This design comes from an exercise in tuning for small area, a short achievable clock period and few clock cycles per item on the open sky130 flow, not from production work. Only simulation tests tie the RTL to the original design; equivalence was not proved.

`config.mk`:
```
export PLATFORM = sky130hd
export DESIGN_NAME = mul_acc_nn
export DESIGN_NICKNAME = mul_acc_nn
export VERILOG_FILES = /design/flow/design.v
export SDC_FILE = /design/flow/constraint.sdc
export NUM_CORES = 4
export LEC_CHECK = 0
export CAP_MARGIN = 20
export CORE_MARGIN = 2
export CORE_UTILIZATION = 40
export PLACE_DENSITY = 0.6
export SLEW_MARGIN = 20
```
`constraint.sdc`:
```
create_clock -name core_clock -period 11.0 [get_ports {clk}]
set_input_delay 2.2000 -clock core_clock [delete_from_list [all_inputs] [get_ports {clk}]]
set_output_delay 2.2000 -clock core_clock [all_outputs]
set_load 0.01 [all_outputs]
```
`design.v`:
```
module mul_acc_nn
#(
  parameter int WIDTH = 64,
  parameter int DIGIT = 4
) (
  input  logic               clk,
  input  logic               rst,
  input  logic               start,
  input  logic [WIDTH-1:0]   ina,
  input  logic [WIDTH-1:0]   inb,
  input  logic               acc_en,
  input  logic [2*WIDTH-1:0] acc_in,
  output logic [2*WIDTH-1:0] result,
  output logic               carry,
  output logic               busy,
  output logic               done,
  output logic               ready_n
);
  localparam int K  = 8;
  localparam int NS = 8;
  localparam int SW = 65;
  localparam int XW = 73;
  localparam int CW = 4;
  logic          accept;
  logic          resolve;
  logic [CW-1:0] cnt;
  logic [63:0]   a_q;       
  logic [63:0]   l_q;       
  logic [63:0]   r_q;       
  logic [SW-1:0] s_q;       
  logic [SW-1:0] c_q;       
  logic [K-1:0]  ls_q;      
  logic [K-1:0]  lc_q;      
  logic          ci_q;      
  logic [K-1:0]  d;
  logic [XW-1:0] s_q_x, c_q_x;
  logic [XW-1:0] pp0, pp1, pp2, pp3, pp4, pp5, pp6, pp7;
  assign accept  = start & ~busy;
  assign resolve = busy & (cnt == CW'(NS));
  assign d     = l_q[K-1:0];
  assign s_q_x = XW'(s_q);
  assign c_q_x = XW'(c_q);
  assign pp0 = XW'({a_q & {64{d[0]}}}) << 0;
  assign pp1 = XW'({a_q & {64{d[1]}}}) << 1;
  assign pp2 = XW'({a_q & {64{d[2]}}}) << 2;
  assign pp3 = XW'({a_q & {64{d[3]}}}) << 3;
  assign pp4 = XW'({a_q & {64{d[4]}}}) << 4;
  assign pp5 = XW'({a_q & {64{d[5]}}}) << 5;
  assign pp6 = XW'({a_q & {64{d[6]}}}) << 6;
  assign pp7 = XW'({a_q & {64{d[7]}}}) << 7;
  logic [XW-1:0] cs0_s, cs0_c;
  assign cs0_s  = s_q_x ^ c_q_x ^ pp0;
  assign cs0_c = XW'({((s_q_x & c_q_x) | (s_q_x & pp0) | (c_q_x & pp0)), 1'b0});
  logic [XW-1:0] cs1_s, cs1_c;
  assign cs1_s  = pp1 ^ pp2 ^ pp3;
  assign cs1_c = XW'({((pp1 & pp2) | (pp1 & pp3) | (pp2 & pp3)), 1'b0});
  logic [XW-1:0] cs2_s, cs2_c;
  assign cs2_s  = pp4 ^ pp5 ^ pp6;
  assign cs2_c = XW'({((pp4 & pp5) | (pp4 & pp6) | (pp5 & pp6)), 1'b0});
  logic [XW-1:0] cs3_s, cs3_c;
  assign cs3_s  = pp7 ^ cs0_s ^ cs0_c;
  assign cs3_c = XW'({((pp7 & cs0_s) | (pp7 & cs0_c) | (cs0_s & cs0_c)), 1'b0});
  logic [XW-1:0] cs4_s, cs4_c;
  assign cs4_s  = cs1_s ^ cs1_c ^ cs2_s;
  assign cs4_c = XW'({((cs1_s & cs1_c) | (cs1_s & cs2_s) | (cs1_c & cs2_s)), 1'b0});
  logic [XW-1:0] cs5_s, cs5_c;
  assign cs5_s  = cs2_c ^ cs3_s ^ cs3_c;
  assign cs5_c = XW'({((cs2_c & cs3_s) | (cs2_c & cs3_c) | (cs3_s & cs3_c)), 1'b0});
  logic [XW-1:0] cs6_s, cs6_c;
  assign cs6_s  = cs4_s ^ cs4_c ^ cs5_s;
  assign cs6_c = XW'({((cs4_s & cs4_c) | (cs4_s & cs5_s) | (cs4_c & cs5_s)), 1'b0});
  logic [XW-1:0] cs7_s, cs7_c;
  assign cs7_s  = cs5_c ^ cs6_s ^ cs6_c;
  assign cs7_c = XW'({((cs5_c & cs6_s) | (cs5_c & cs6_c) | (cs6_s & cs6_c)), 1'b0});
  logic [K:0] fin;
  assign fin = {1'b0, ls_q} + {1'b0, lc_q} + (K+1)'(ci_q);
  logic [SW-1:0] rs, rc;
  logic [SW+K-1:0] z;
  assign rs = s_q ^ c_q ^ SW'(r_q);
  assign rc = SW'({((s_q & c_q) | (s_q & SW'(r_q)) | (c_q & SW'(r_q))), 1'b0});
  assign z  = {rs, ls_q} + {rc, lc_q} + (SW+K)'(ci_q);
  assign result = {r_q, l_q};
  always_ff @(posedge clk or posedge rst) begin
    if (rst) begin
      cnt     <= '0;
      busy    <= 1'b0;
      done    <= 1'b0;
      ready_n <= 1'b1;
    end else begin
      done <= resolve;
      if (accept) begin
        cnt     <= '0;
        busy    <= 1'b1;
        ready_n <= 1'b1;
      end else if (busy) begin
        cnt <= cnt + CW'(1);
        if (resolve) begin
          busy    <= 1'b0;
          ready_n <= 1'b0;
        end
      end
    end
  end
  always_ff @(posedge clk) begin
    if (!busy) begin
      a_q  <= ina;
      s_q  <= acc_en ? SW'(acc_in[63:0]) : '0;
      c_q  <= '0;
      ls_q <= '0;
      lc_q <= '0;
      ci_q <= 1'b0;
    end else begin
      s_q  <= cs7_c[XW-1:K];
      c_q  <= cs7_s[XW-1:K];
      ls_q <= cs7_c[K-1:0];
      lc_q <= cs7_s[K-1:0];
      ci_q <= fin[K];
    end
    if (accept) begin
      l_q <= inb;
      r_q <= acc_en ? acc_in[127:64] : '0;
    end else if (busy) begin
      l_q <= {fin[K-1:0], l_q[63:K]};
      if (resolve) begin
        r_q   <= z[K+63:K];
        carry <= z[SW+K-1];
      end
    end
  end
endmodule
```
`run.sh`:
```
#!/bin/bash
# synth_recipe.tcl (not shown) runs the flow's synth.tcl, then flattens the netlist and writes it again
# the make line also repeats each setting of config.mk as NAME=value (left out here)
make -C /OpenROAD-flow-scripts/flow DESIGN_CONFIG=/design/flow/config.mk WORK_HOME=/design/flow/orfs CLKGATE_MAP_FILE= SYNTH_SCRIPT=/design/flow/synth_recipe.tcl finish
```
==> reports/summary.txt <==
min cycle time layout -> 4.55 ns
Hold Path Class -> reg -> reg
Reg2Reg Depth -> 11
height of the die -> 292 µm
worst path bufs/invs -> 2
final std cells w/o fill -> 4866
number of synthesized flops with an enable pin -> 193
CTS clk-pin slew, worst paths -> 0.06 ns
GRT Max-Usage Layer -> met2
number of global-route vias before repair -> 25600
Syn Std Cell Area -> 0.0331 mm²
crit end category -> output pin
Slew HR -> 29.5%
Max-Cap Viols -> 0
run status -> finished clean
Core Util, Final -> 48.4%
sequence of cells on the critical path -> buf_4, clkdlybuf4s50_1
worst flop-to-flop path endpoint -> c_q[5]
share of synthesized registers carrying an async set or reset -> 2.05%
RSZ-0062 raised after global routing -> no
Max Freq -> 220 MHz
post_cts resized -> 0
WHS -> 0.459 ns
Fillers -> 7834
Synth Instances -> 3445
M3 GR Usage -> 3.23%
final clock skew -> 0.0248 ns
met2 usage in global routing -> 39.7%
area delta synth->final -> 19.8%
FP Rows -> 105
CP Data Arrival Time -> 2.35 ns
first-pass GRT wire length -> 153 mm
DR WL/cell -> 20.0 µm
sequential share of the synthesized area -> 26.6%
Core ar. -> 0.0820 mm²
Critical Path Fanout Max -> 65
Post-DP Area -> 0.0380 mm²
Crit Reg-Reg Startpoint -> l_q[0]
design area -> 0.0396 mm²
leading cell types by count after synthesis -> inv_1 (775), fa_1 (562), nand2_1 (489), and2_1 (353), edfxtp_1 (193)
R2R setup slack -> 6.72 ns
initial antenna violation count -> 2
die area -> 0.0851 mm²
# nets final -> 4681
routed wire length -> 97.1 mm
hold_buf cts -> 0
routed vias/inst -> 4.97
dpl ws -> 6.02 ns
overflow left after global routing -> 0
number of DRC markers in iteration 0 -> 1465
vias -> 24200
CTS tree -> built
hold_sp -> ready_n
hold depth -> 2
TritonCTS sink count -> 341
DR pass1 iterations -> 5
Synth area leaders -> fa_1 (34%), edfxtp_1 (18%), inv_1 (8.8%)
post-synth top area cell -> fa_1
CP required -> 8.80 ns
port buffer count -> 391
root buf cell -> clkbuf_16
Post-DP HPWL -> 75.4 mm
H-Tree Depth -> 2
Antenna Cells -> 0
layout cells sized above 1 -> 2.98%
crit path launch type -> flip-flop
Syn Nets -> 4367
pin count of the biggest net entering global routing -> 89
final-report hold violation count -> 0
post-route ant nets -> 0
met1 Use GR -> 31.9%
Bufs on Longest Clock Path -> 3
Avg Inst Size Synth -> 9.61 µm²
largest stage delay on the critical path -> 0.72 ns
Crit Path Class -> reg -> out
Post CTS Setup Buffer Count -> 0
Final Max Tran Viols -> 0
crit-path leading delay family -> buffers and inverters
# setup viols final -> 0
Least-Margin Pin Slew -> 1.06 ns
DIE WIDTH -> 292 µm
# DRC -> 0
hold endpoint -> ready_n
post-synth cell types -> 66
GRT Util Overall -> 23.4%
final worst setup slack -> 6.45 ns
post-synth top area share -> 34.0%
cts bufs inserted -> 46
top_reg_cell synth -> edfxtp_1
Placer Congestion -> 0.896
most common cell in the netlist -> inv_1
number of synthesized register bits -> 341
slowest CP cell -> clkdlybuf4s50_1
crit share post-route -> 41.3%
Clk Latency, worst-skew pair -> 0.61 ns
starting density of the core -> 40.4%
dpl cells -> 4781
setup TNS -> 0 ns
Warnings, synthesis -> 1
Top Ports -> 392
-- cell usage in the layout (no fill, tap or decap), types with 13 or more instances in the layout --
| cell type | n |
|---|---|
| a21oi_1 | 94 |
| nand2_1 | 487 |
| o21ai_1 | 13 |
| edfxtp_1 | 193 |
| and2_1 | 353 |
| o21ai_0 | 92 |
| a21o_1 | 35 |
| nand4_1 | 24 |
| buf_4 | 18 |
| xnor2_1 | 39 |
| fa_1 | 562 |
| o21bai_1 | 19 |
| clkbuf_16 | 50 |
| ha_1 | 100 |
| dfxtp_1 | 141 |
| nand3_1 | 88 |
| a22o_1 | 65 |
| xor2_1 | 28 |
| inv_1 | 773 |
| clkdlybuf4s50_1 | 390 |
| nor2_1 | 64 |
-- logic make-up (layout without fill, tap and decap cells) --
kind of cell    after synthesis  in the layout  share of synthesized area, %
flops                       341            341                          26.6
mux                           1              1                        0.0302
simple gates               1071           1071                          15.7
buf+inv                     919           1270                          10.5
compound gates              384            384                          7.67
xor+xnor                     67             67                          1.77
fa+ha+maj                   662            662                          37.8
-- flip-flops by register name (all words and copies together), names as in the netlist, 4 cells and up --
signal / count
a_q: 64
l_q: 64
r_q: 64
s_q: 64
c_q: 63
lc_q: 8
ls_q: 5
cnt: 4
-- tightest hold or removal path, cell delays in order (launching register included) --
cell     delay [ns]
dfstp_2        0.37
nand2_1        0.05
nand2_1        0.04
-- how the worst max path moves through the flow --
stage / from / endpoint / slack, ns / cells after the start
5_1_grt: l_q[6] / result[6] / 6.38 / 2
4_1_cts: l_q[5] / result[5] / 6.43 / 2
3_5_place_dp: start / r_q[63] / 6.02 / 5
6_report: l_q[5] / result[5] / 6.45 / 2
3_3_place_gp: start / r_q[63] / 6.06 / 5
2_1_floorplan: start / r_q[0] / 6.26 / 4
-- routing by layer --
layer	up-vias	wire, µm
met3	121	5690
li1	11100	-
met4	0	2410
met1	12200	41800
met2	712	47200
met5	-	0
-- final cells by class --
cell class	instances	area, µm²	share of cell area [%]
multi-input cells	2185	20900	52.6
flip-flops and latches	341	8800	22.2
repair buffers	410	4060	10.2
well taps	1070	1340	3.38
clock inverters	21	303	0.764
clock buffers	64	1360	3.44
inverters	775	2910	7.34
Testbench counts, summed over its fixed seeds: cycles 24,000, ops 2,400.

-- afterwards: timing with drivers on the ports --
Ports are ideal in the flow. The routed layout listed here was re-timed in OpenROAD.
Step 1 (the two cells are an assumption about what drives the block):
set clk [get_ports {clk}]
set_driving_cell -lib_cell sky130_fd_sc_hd__clkbuf_16 $clk
set_driving_cell -lib_cell sky130_fd_sc_hd__buf_2 [delete_from_list [all_inputs] $clk]
Step 2 adds t to the input delays and takes it off the output delays; t is the mean of the earliest and latest rising clock arrival at the registers after step 1. Input paths then give back, and output paths get back, about the clock's delay inside the block.
Three values: no drivers, after step 1, after step 2; two values: the first two.
t, ns: 0.659
setup slack, ns: 6.453 / 6.387 / 5.990
worst setup path at the end: input to register
cell pins on the clock port's net: 1
After both steps this run still meets setup and hold. For this run, drivers alone change the setup slack by -0.066 ns; drivers and shift together by -0.463 ns.
